Background: an optimization exercise with open tools, aiming at small area, a short achievable clock period and few clock cycles per item. Do not read the settings as production practice.
RTL that was checked went through simulation tests only; none was proved equivalent to the original.
Power figures rest on the tool's default switching activity, not on a simulated workload.

Design ir_pulse_capture_replay, start of the top module:
module ir_pulse_capture_replay #(
  parameter int SAMPLES = ipcr_pkg::SAMPLES_DEF,
  parameter int SLOTS = ipcr_pkg::SLOTS_DEF
) (
  input  logic        clk,
  input  logic        rst_n,
  input  logic        in_tvalid,
  output logic        in_tready,
  input  logic [7:0]  in_tdata,     
  input  logic [1:0]  in_tuser,     
  output logic        out_tvalid,
  input  logic        out_tready,
  output logic [15:0] out_tdata,    
  input  logic        cfg_wr_en,
  input  logic [14:0] cfg_wr_data
);
Size in the first run: about 8500 cells after synthesis.
export LEC_CHECK = 0
export CAP_MARGIN = 20
export CORE_MARGIN = 2
export CORE_UTILIZATION = 40
export SETUP_SLACK_MARGIN = 5
export SLEW_MARGIN = 20
create_clock -name core_clock -period 10.0 [get_ports {clk}]
run.sh (not shown) runs the stock make flow with config.mk's settings and CLKGATE_MAP_FILE= SYNTH_SCRIPT=/design/flow/synth_recipe.tcl, a recipe that flattens the netlist after the stock synthesis.
The first run finished clean.
Next try:
--- a/flow/design.v
+++ b/flow/design.v
@@ -152,42 +152,35 @@
   logic [2:0][NT*15-1:0] taps;
   logic [14:0]           flush_word;
   for (genvar s = 0; s < 3; s++) begin : g_slot
     ipcr_dp #(.SAMPLES(128), .TAP_SH(SH), .WTAP_SH(WSH)) u_ring (
       .clk   (clk),
       .wsel  (wsel[s]),
       .wdata (flush_word),
       .taps  (taps[s])
     );
   end
-  logic [6:0]      win_d;
-  logic [6-SH:0]   pass_d;
   logic [SH-1:0]   pass_e;
+  logic [6-SH:0]   pass_hi;
   logic [TW-1:0]   pass_tap;
+  logic [14:0]     pass_word;
+  logic [6:0]      pass_d;
   logic            pass_wr;
   logic [WTW-1:0]  pass_wtap;
-  logic [14:0]     pass_word;
   logic [SH-1:0]   cur_e;
   logic [14:0]     cur_word;
-  logic [6:0]    wd_hold, wd_rep, wd_lrn;
-  logic [6-SH:0] pd_hold, pd_adv, pd_rep, pd_lrn;
-  assign wd_hold = win_d - 7'd1;
-  assign wd_rep = ~ring_t;
-  assign wd_lrn = ~ring_t - 7'(WN);
-  assign pd_hold = wd_hold[6:SH] + ((wd_hold[SH-1:0] != '0) ? 1'b1 : 1'b0);
-  assign pd_adv = win_d[6:SH] + ((win_d[SH-1:0] != '0) ? 1'b1 : 1'b0);
-  assign pd_rep = wd_rep[6:SH] + ((wd_rep[SH-1:0] != '0) ? 1'b1 : 1'b0);
-  assign pd_lrn = wd_lrn[6:SH] + ((wd_lrn[SH-1:0] != '0) ? 1'b1 : 1'b0);
   assign pass_e = ring_t[SH-1:0];
-  assign pass_tap = TW'(pass_d);
-  assign pass_wr = (pass_d[WSH-SH-1:0] == '0);
-  assign pass_wtap = WTW'(pass_d[6-SH:WSH-SH]);
+  assign pass_hi = win_lo[6:SH] + ((pass_e < win_lo[SH-1:0]) ? 1'b1 : 1'b0);
+  assign pass_tap = TW'(pass_hi - ring_t[6:SH]);
+  assign pass_d = {pass_hi - ring_t[6:SH], SH'(0)};
+  assign pass_wr = (pass_d[WSH-1:0] == '0);
+  assign pass_wtap = WTW'(pass_d[6:WSH]);
   assign flush_word = win_r[pass_e];
   assign cur_e = win_lo[SH-1:0];
   assign cur_word = win_r[cur_e];
   always_comb begin
     pass_word = '0;
     for (int s = 0; s < 3; s++) begin
       for (int j = 0; j < NT; j++) begin
         if (act_r == 2'(s) && pass_tap == TW'(j)) begin
           pass_word = pass_word | taps[s][j*15 +: 15];
         end
@@ -214,21 +207,21 @@
   assign is_start = (h_func == ipcr_pkg::FUNC_LEARN || h_func == ipcr_pkg::FUNC_REPLAY) &&
                     (h_slot != 2'd3);
   assign learn_wr = is_tick && mode_r == ipcr_pkg::MODE_LEARN && !awt_r && (phase ? !h_lvl : h_lvl);
   assign fetch = is_tick && mode_r == ipcr_pkg::MODE_REPLAY && tick_r == 15'd1;
   assign stall = (is_start && any_dirty) ||
                  (learn_wr && dirty_r[cur_e]) ||
                  (is_tick && mode_r == ipcr_pkg::MODE_REPLAY && awt_r) ||
                  (fetch && !vld_r[cur_e]);
   assign go = hd_valid && !o1_v && !stall;
   assign pf = mode_r == ipcr_pkg::MODE_REPLAY && awt_r && vld_r[cur_e] && !(go && is_start);
-  assign fetch_end = (idx_inc == fill_act) ||
+  assign fetch_end = idx_inc[7] || (idx_inc >= fill_act) ||
                      (idx_inc[0] && cur_word == ipcr_pkg::LOW_SAT);
   always_comb begin
     mode_nxt = mode_r;
     act_nxt = act_r;
     idx_nxt = idx_r;
     tick_nxt = tick_r;
     awt_nxt = awt_r;
     fill_nxt = (idx_inc > fill_act) ? idx_inc : fill_act;
     fill_we = 1'b0;
     win_adv = 1'b0;
@@ -350,28 +343,22 @@
       if (go && is_start) begin
         vld_r <= '0;
       end
     end
   end
   always_ff @(posedge clk) begin
     tick_r <= tick_nxt;
     awt_r <= awt_nxt;
     if (go && is_start) begin
       win_lo <= (h_func == ipcr_pkg::FUNC_LEARN) ? 7'(128 - WN) : 7'd0;
-      win_d <= (h_func == ipcr_pkg::FUNC_LEARN) ? wd_lrn : wd_rep;
-      pass_d <= (h_func == ipcr_pkg::FUNC_LEARN) ? pd_lrn : pd_rep;
     end else if (win_adv) begin
       win_lo <= win_lo + 7'd1;
-      pass_d <= pd_adv;
-    end else begin
-      win_d <= wd_hold;
-      pass_d <= pd_hold;
     end
     if (mode_r == ipcr_pkg::MODE_REPLAY) begin
       win_r[pass_e] <= pass_word;
     end
     if (go && learn_wr) begin
       win_r[cur_e] <= tick_r;
     end
   end
   logic [10:0] res;
   logic        pop_o;
=>
- The new run finished with timing, DRC and antenna clean
- routed wire length is higher by 2.0%
- global-route usage is higher by 0.29 points
- clock power is about the same
- final area went up by 1.9%
- total power rose by 2.6%
- via count rose by 2.6%
- worst setup slack got worse by 0.26 ns
Testbench counts after the change, summed over its fixed seeds: cycles 202,951, items 201,555.
No functional check of the RTL was part of the first run of this note.

---

Another version of the RTL of ir_pulse_capture_replay (not shown whole).
Size in the first run: roughly 8400 cells after synthesis, about 48 I/O pins, roughly 140000 um2 of cells after synthesis.
Settings: LEC_CHECK=0, CAP_MARGIN=20, CORE_MARGIN=2, CORE_UTILIZATION=60, CTS_CLUSTER_DIAMETER=70, CTS_CLUSTER_SIZE=30, PLACE_DENSITY=0.7, SLEW_MARGIN=20; clock period 10.0 ns.
standard.sh (not shown) runs the stock make flow with config.mk's settings and CLKGATE_MAP_FILE= SYNTH_SCRIPT=/design/flow/synth_recipe.tcl, a recipe that flattens the netlist after the stock synthesis.
==> flow/flow/run.sh <==
#!/bin/bash
set -euo pipefail
bash standard.sh finish \
  "BUFFER_PORTS_ARGS=-buffer_cell sky130_fd_sc_hd__buf_4" \
  "SETUP_SLACK_MARGIN=6.6" > flow_make.log 2>&1
Testbench counts at the start, summed over its fixed seeds: cycles 202,650, items 201,555.
Then changed:
--- a/flow/design.v
+++ b/flow/design.v
@@ -141,22 +141,22 @@
   logic            awt_r, awt_nxt;      
   logic [14:0]     tmo_r;
   logic [2:0][7:0] fill_r;
   logic [7:0]      fill_nxt;
   logic            fill_we;
   logic [6:0]      ring_t;
   logic [6:0]      win_lo;
   logic [WN-1:0][14:0] win_r;
   logic [WN-1:0]   dirty_r;             
   logic [WN-1:0]   vld_r;               
-  logic        o0_v;
-  logic        busy_r, done_r, car_r;
+  logic        o0_v, o1_v;
+  logic [10:0] o0_d, o1_d;
   logic [2:0][NWT-1:0]   wsel;
   logic [2:0][NT*15-1:0] taps;
   logic [14:0]           flush_word;
   for (genvar s = 0; s < 3; s++) begin : g_slot
     ipcr_dp #(.SAMPLES(128), .TAP_SH(RSH), .WTAP_SH(WSH)) u_ring (
       .clk   (clk),
       .wsel  (wsel[s]),
       .wdata (flush_word),
       .taps  (taps[s])
     );
@@ -231,21 +231,21 @@
   assign flush_now = dirty_r[pass_e] && pass_wr;
   assign is_tick = (h_func == ipcr_pkg::FUNC_TICK);
   assign is_start = (h_func == ipcr_pkg::FUNC_LEARN || h_func == ipcr_pkg::FUNC_REPLAY) &&
                     (h_slot != 2'd3);
   assign learn_wr = is_tick && mode_r == ipcr_pkg::MODE_LEARN && !awt_r && (phase ? !h_lvl : h_lvl);
   assign fetch = is_tick && mode_r == ipcr_pkg::MODE_REPLAY && tick1_r;
   assign stall = (is_start && any_dirty) ||
                  (learn_wr && cur_dirty_r) ||
                  (is_tick && mode_r == ipcr_pkg::MODE_REPLAY && awt_r) ||
                  (fetch && !cur_vld_r);
-  assign go = hd_valid && (!o0_v || out_tready) && !stall;
+  assign go = hd_valid && !o1_v && !stall;
   assign pf = mode_r == ipcr_pkg::MODE_REPLAY && awt_r && cur_vld_r && !(go && is_start);
   assign fetch_end = last_r || (!phase && cur_word == ipcr_pkg::LOW_SAT);
   always_comb begin
     mode_nxt = mode_r;
     act_nxt = act_r;
     idx_nxt = idx_r;
     tick_nxt = tick_r;
     awt_nxt = awt_r;
     fill_nxt = (idx_inc > fill_act) ? idx_inc : fill_act;
     fill_we = 1'b0;
@@ -430,32 +430,38 @@
       win_d <= wd_hold;
       pass_d <= pd_hold;
     end
     if (cap_now && pass_rd) begin
       win_r[pass_e] <= pass_word;
     end
     if (go && learn_wr) begin
       win_r[cur_e] <= tick_r;
     end
   end
-  logic pop_o;
+  logic [10:0] res;
+  logic        pop_o;
+  assign res = {idx_nxt, res_done, (mode_nxt != ipcr_pkg::MODE_IDLE), res_car};
   assign pop_o = o0_v && out_tready;
   always_ff @(posedge clk) begin
     if (!rst_n) begin
       o0_v <= 1'b0;
-      busy_r <= 1'b0;
-      done_r <= 1'b0;
-      car_r <= 1'b0;
+      o1_v <= 1'b0;
     end else begin
       if (!o0_v || pop_o) begin
-        o0_v <= go;
-      end
-      if (go) begin
-        busy_r <= (mode_nxt != ipcr_pkg::MODE_IDLE);
-        done_r <= res_done;
-        car_r <= res_car;
+        o0_v <= o1_v || go;
+        o1_v <= 1'b0;
+      end else if (go) begin
+        o1_v <= 1'b1;
       end
     end
   end
+  always_ff @(posedge clk) begin
+    if (!o0_v || pop_o) begin
+      o0_d <= o1_v ? o1_d : res;
+    end
+    if (go && o0_v && !pop_o) begin
+      o1_d <= res;
+    end
+  end
   assign out_tvalid = o0_v;
-  assign out_tdata = {5'b0, idx_r, done_r, busy_r, car_r};
+  assign out_tdata = {5'b0, o0_d};
 endmodule
The changed run ran to the end with no violations.
Worst setup slack gets better by 0.038 ns.
Via count rose by 2.8%.
Wire length rose by 2.6%.
Count of clock-buffer cells in the layout rose by 2.
Clock power barely changes.
Total power fell by 8.1%.
Testbench counts after the change, summed over its fixed seeds: cycles 202,650, items 201,555.

re-timing with driven ports:
The flow's constraints put no driver on any port. The routed layouts listed below were extracted and timed again, unchanged, in two steps.
Step 1 sets driving cells, clkbuf_16 on the clock port and buf_2 on the other inputs (assumed; they add their load-dependent delay and slew).
Step 2, shift: input delay + t, output delay - t, t = (earliest + latest rising clock arrival at the registers) / 2. This alone moves slack from input paths to output paths.
a / b / c = no drivers / after step 1 / after step 2; a / b = the first two.
run	t (ns)	setup slack, ns	worst setup path after step 2	latest minus earliest clock arrival (ns)
the first run of note 1	1.090	5.163 / 5.163 / 5.163	register to register	0.067 / 0.066
the second run of note 1	1.095	4.905 / 4.905 / 4.905	register to register	0.095 / 0.095
the first run of note 2	0.979	6.534 / 6.445 / 5.802	input to register	0.050 / 0.050
the second run of note 2	0.980	6.572 / 6.484 / 6.252	input to register	0.055 / 0.055
After both steps setup and hold are still met in every run listed. For the first run of note 2, which loses most, drivers alone change the setup slack by -0.089 ns; drivers and shift together by -0.732 ns.
